This design comes from an exercise in tuning for small area, a short achievable clock period and few clock cycles per item on the open sky130 flow, not from production work.
Where RTL was checked, it was by simulation tests only, not by an equivalence proof against the original.

==> inputs of run a <==
Design axf_top, start of the top module:
module axf_top (
        input  logic        clk,
        input  logic        rst_n,
        input  logic [5:0]  address_i,
        input  logic [31:0] data_in_i,
        input  logic [1:0]  data_write_n_i,
        output logic [31:0] data_out_o
);
==> module axf_engine, before the edit <==
module axf_engine (
        input  logic        clk,
        input  logic        rst_n,
        input  logic        start_i,
        input  logic [7:0]  wr_sel_i,        
        input  logic [15:0] wr_val_i,
        input  logic [15:0] a_i, b_i, d_i, e_i, tx_i, ty_i, x_i, y_i,
        input  logic [7:0]  set_i,           
        output logic        busy_o,
        output logic [15:0] res_x_o,
        output logic [15:0] res_y_o
);
        logic        op_sx_q, op_sy_q, op_x_q, op_y_q;
        logic        op_sx_d, op_sy_d, op_x_d, op_y_d;
        logic [15:0] opc_q, opv_q;               
        logic        k_tx_q, k_ty_q;             
        logic        sx_stale_q, sy_stale_q;     
        logic        sx_stale_d, sy_stale_d;
        logic [15:0] sx_q, sy_q;
        logic        busy_q, need_x_q;           
        logic        busy_d, need_x_d;
        logic [15:0] res_x_q, res_y_q;
        logic        wr_by, wr_dx, run;
        logic [7:0]  set_d;
        logic [15:0] c_reg, v_reg, opc_d, opv_d, op_k, mac_p;
        logic        c_new, v_new;
        assign wr_by = wr_sel_i[1] | wr_sel_i[7] | wr_sel_i[4];
        assign wr_dx = wr_sel_i[2] | wr_sel_i[6] | wr_sel_i[5];
        assign sx_stale_d = wr_by || (sx_stale_q && !op_sx_q);
        assign sy_stale_d = wr_dx || (sy_stale_q && !op_sy_q);
        assign busy_d     = busy_q ? !op_y_q : start_i;
        assign need_x_d   = busy_q ? (need_x_q && !op_x_q) : start_i;
        assign set_d      = set_i | wr_sel_i;
        assign run     = busy_d && !sx_stale_d && !sy_stale_d;
        assign op_sx_d = sx_stale_d;
        assign op_sy_d = !sx_stale_d && sy_stale_d;
        assign op_x_d  = run && need_x_d;
        assign op_y_d  = run && !need_x_d;
        assign c_reg = ({16{op_sx_d && set_d[1]}} & b_i) | ({16{op_sy_d && set_d[2]}} & d_i)
                     | ({16{op_x_d  && set_d[0]}} & a_i) | ({16{op_y_d  && set_d[3]}} & e_i);
        assign c_new = (op_sx_d && wr_sel_i[1]) || (op_sy_d && wr_sel_i[2])
                     || (op_x_d && wr_sel_i[0]) || (op_y_d && wr_sel_i[3]);
        assign opc_d = c_new ? wr_val_i : c_reg;
        assign v_reg = ({16{(op_sx_d || op_y_d) && set_d[7]}} & y_i)
                     | ({16{(op_sy_d || op_x_d) && set_d[6]}} & x_i);
        assign v_new = ((op_sx_d || op_y_d) && wr_sel_i[7]) || ((op_sy_d || op_x_d) && wr_sel_i[6]);
        assign opv_d = v_new ? wr_val_i : v_reg;
        always_ff @(posedge clk) begin
                opc_q <= opc_d;
                opv_q <= opv_d;
        end
        always_ff @(posedge clk or negedge rst_n) begin
                if (!rst_n) begin
                        op_sx_q    <= 1'b0;
                        op_sy_q    <= 1'b0;
                        op_x_q     <= 1'b0;
                        op_y_q     <= 1'b0;
                        k_tx_q     <= 1'b0;
                        k_ty_q     <= 1'b0;
                        sx_stale_q <= 1'b1;
                        sy_stale_q <= 1'b1;
                        busy_q     <= 1'b0;
                        need_x_q   <= 1'b0;
                end else begin
                        op_sx_q    <= op_sx_d;
                        op_sy_q    <= op_sy_d;
                        op_x_q     <= op_x_d;
                        op_y_q     <= op_y_d;
                        k_tx_q     <= op_sx_d && set_d[4];
                        k_ty_q     <= op_sy_d && set_d[5];
                        sx_stale_q <= sx_stale_d;
                        sy_stale_q <= sy_stale_d;
                        busy_q     <= busy_d;
                        need_x_q   <= need_x_d;
                end
        end
        assign op_k = ({16{k_tx_q}} & tx_i) | ({16{k_ty_q}} & ty_i)
                    | ({16{op_x_q}} & sx_q) | ({16{op_y_q}} & sy_q);
        axf_mac mac_inst (
                .c      (opc_q),
                .v      (opv_q),
                .k1     (op_k),
                .p      (mac_p)
        );
        always_ff @(posedge clk) begin
                if (op_sx_q) sx_q <= mac_p;
                if (op_sy_q) sy_q <= mac_p;
                if (op_x_q)  res_x_q <= mac_p;
                if (op_y_q)  res_y_q <= mac_p;
        end
        assign busy_o  = busy_q;
        assign res_x_o = res_x_q;
        assign res_y_o = res_y_q;
endmodule
clock: 10.0 ns
lec_check: 0
cap_margin: 20
core_margin: 2
core_utilization: 30
cts_buf_list: sky130_fd_sc_hd__clkbuf_16
cts_cluster_diameter: 100
cts_cluster_size: 32
setup_slack_margin: 4.5
slew_margin: 20
run.sh (not shown) runs the stock make flow with config.mk's settings and CLKGATE_MAP_FILE= SYNTH_SCRIPT=/design/flow/synth_recipe.tcl, a recipe that flattens the netlist after the stock synthesis.
==> run b: changes against run a <==
Settings changed: CORE_UTILIZATION 30 to 45, CTS_CLUSTER_DIAMETER 100 to 80, CTS_CLUSTER_SIZE 32 to 24.
==> run c: changes against run a <==
--- a/flow/design.v
+++ b/flow/design.v
@@ -100,7 +100,8 @@
 );
         logic        op_sx_q, op_sy_q, op_x_q, op_y_q;
         logic        op_sx_d, op_sy_d, op_x_d, op_y_d;
-        logic [15:0] opc_q, opv_q;               
+        logic [3:0]  c_sel_q;                    
+        logic [1:0]  v_sel_q;                    
         logic        k_tx_q, k_ty_q;             
         logic        sx_stale_q, sy_stale_q;     
         logic        sx_stale_d, sy_stale_d;
@@ -110,8 +111,7 @@
         logic [15:0] res_x_q, res_y_q;
         logic        wr_by, wr_dx, run;
         logic [7:0]  set_d;
-        logic [15:0] c_reg, v_reg, opc_d, opv_d, op_k, mac_p;
-        logic        c_new, v_new;
+        logic [15:0] opc, opv, op_k, mac_p;
         assign wr_by = wr_sel_i[1] | wr_sel_i[7] | wr_sel_i[4];
         assign wr_dx = wr_sel_i[2] | wr_sel_i[6] | wr_sel_i[5];
         assign sx_stale_d = wr_by || (sx_stale_q && !op_sx_q);
@@ -124,19 +124,19 @@
         assign op_sy_d = !sx_stale_d && sy_stale_d;
         assign op_x_d  = run && need_x_d;
         assign op_y_d  = run && !need_x_d;
-        assign c_reg = ({16{op_sx_d && set_d[1]}} & b_i) | ({16{op_sy_d && set_d[2]}} & d_i)
-                     | ({16{op_x_d  && set_d[0]}} & a_i) | ({16{op_y_d  && set_d[3]}} & e_i);
-        assign c_new = (op_sx_d && wr_sel_i[1]) || (op_sy_d && wr_sel_i[2])
-                     || (op_x_d && wr_sel_i[0]) || (op_y_d && wr_sel_i[3]);
-        assign opc_d = c_new ? wr_val_i : c_reg;
-        assign v_reg = ({16{(op_sx_d || op_y_d) && set_d[7]}} & y_i)
-                     | ({16{(op_sy_d || op_x_d) && set_d[6]}} & x_i);
-        assign v_new = ((op_sx_d || op_y_d) && wr_sel_i[7]) || ((op_sy_d || op_x_d) && wr_sel_i[6]);
-        assign opv_d = v_new ? wr_val_i : v_reg;
-        always_ff @(posedge clk) begin
-                opc_q <= opc_d;
-                opv_q <= opv_d;
+        always_ff @(posedge clk or negedge rst_n) begin
+                if (!rst_n) begin
+                        c_sel_q <= '0;
+                        v_sel_q <= '0;
+                end else begin
+                        c_sel_q <= {op_y_d && set_d[3], op_x_d && set_d[0],
+                                    op_sy_d && set_d[2], op_sx_d && set_d[1]};
+                        v_sel_q <= {(op_sy_d || op_x_d) && set_d[6], (op_sx_d || op_y_d) && set_d[7]};
+                end
         end
+        assign opc = ({16{c_sel_q[0]}} & b_i) | ({16{c_sel_q[1]}} & d_i)
+                   | ({16{c_sel_q[2]}} & a_i) | ({16{c_sel_q[3]}} & e_i);
+        assign opv = ({16{v_sel_q[0]}} & y_i) | ({16{v_sel_q[1]}} & x_i);
         always_ff @(posedge clk or negedge rst_n) begin
                 if (!rst_n) begin
                         op_sx_q    <= 1'b0;
@@ -165,8 +165,8 @@
         assign op_k = ({16{k_tx_q}} & tx_i) | ({16{k_ty_q}} & ty_i)
                     | ({16{op_x_q}} & sx_q) | ({16{op_y_q}} & sy_q);
         axf_mac mac_inst (
-                .c      (opc_q),
-                .v      (opv_q),
+                .c      (opc),
+                .v      (opv),
                 .k1     (op_k),
                 .p      (mac_p)
         );
Settings changed: CTS_CLUSTER_DIAMETER 100 to 80, CTS_CLUSTER_SIZE 32 to 24.
==> impl_metrics.ini <==
[status]
status = finished clean

[layout]
nClkBuffers = 12
final-clk-cell-share = 0.02118

[timing]
setup_slack_ns = 4.517

[pwr]
pg_comb_mw = 3.63
intPower_mw = 3.548

[worst_setup_path]
cp-start-kind = primary input
worst-setup-path-type = primary input to output port
slowest_delay_ns = 0.58

[hold_path]
holdPathEnd = regfile_inst.set_q[4]

[yosys]
synthAdderAreaFrac = 0.2593
(the above is from run a)
==> impl_metrics.ini <==
[status]
status = finished clean

[layout]
final-clk-cell-share = 0.02564

[yosys]
synthAdderAreaFrac = 0.2593

[worst_setup_path]
slowest_delay_ns = 0.52
worst-setup-path-type = primary input to output port

[pwr]
intPower_mw = 3.833

[timing]
setup_slack_ns = 4.478
(the above is from run b)
==> impl_metrics.ini <==
[status]
status = finished clean

[hold_path]
holdPathEnd = regfile_inst.set_q[3]

[worst_setup_path]
cp-start-kind = flip-flop
slowest_delay_ns = 0.50

[layout]
final-clk-cell-share = 0.02120
(the above is from run c)
Testbench counts of run a, summed over its fixed seeds: cycles 9,504, transforms 1,152.
Testbench counts of run b, summed over its fixed seeds: cycles 9,504, transforms 1,152.
Function not checked in run c: the RTL went through the layout flow alone.

-- separate check: timing with driven ports --
In the flow no input, the clock included, has a driving cell. The finished layouts below were timed again as built, in two steps.
Step 1 sets driving cells, clkbuf_16 on the clock port and buf_2 on the other inputs (assumed; they add their load-dependent delay and slew).
Step 2 also shifts input and output timing later by t, the mid clock arrival at the registers, as if the neighbouring blocks saw the same clock.
Three values: ideal, step 1, step 2; two values: the first two.
run | t (ns) | slack for setup (ns) | worst setup path at the end | clock arrival spread, ns
run a | 0.539 | 4.517 / 4.497 / 4.336 | input to register | 0.035 / 0.036
run b | 0.524 | 4.478 / 4.455 / 4.357 | input to register | 0.034 / 0.034
run c | 0.526 | 3.955 / 3.955 / 3.955 | register to register | 0.041 / 0.041
After both steps setup and hold are still met in every run listed. For run a, which loses most, drivers alone change the setup slack by -0.020 ns; drivers and shift together by -0.181 ns.
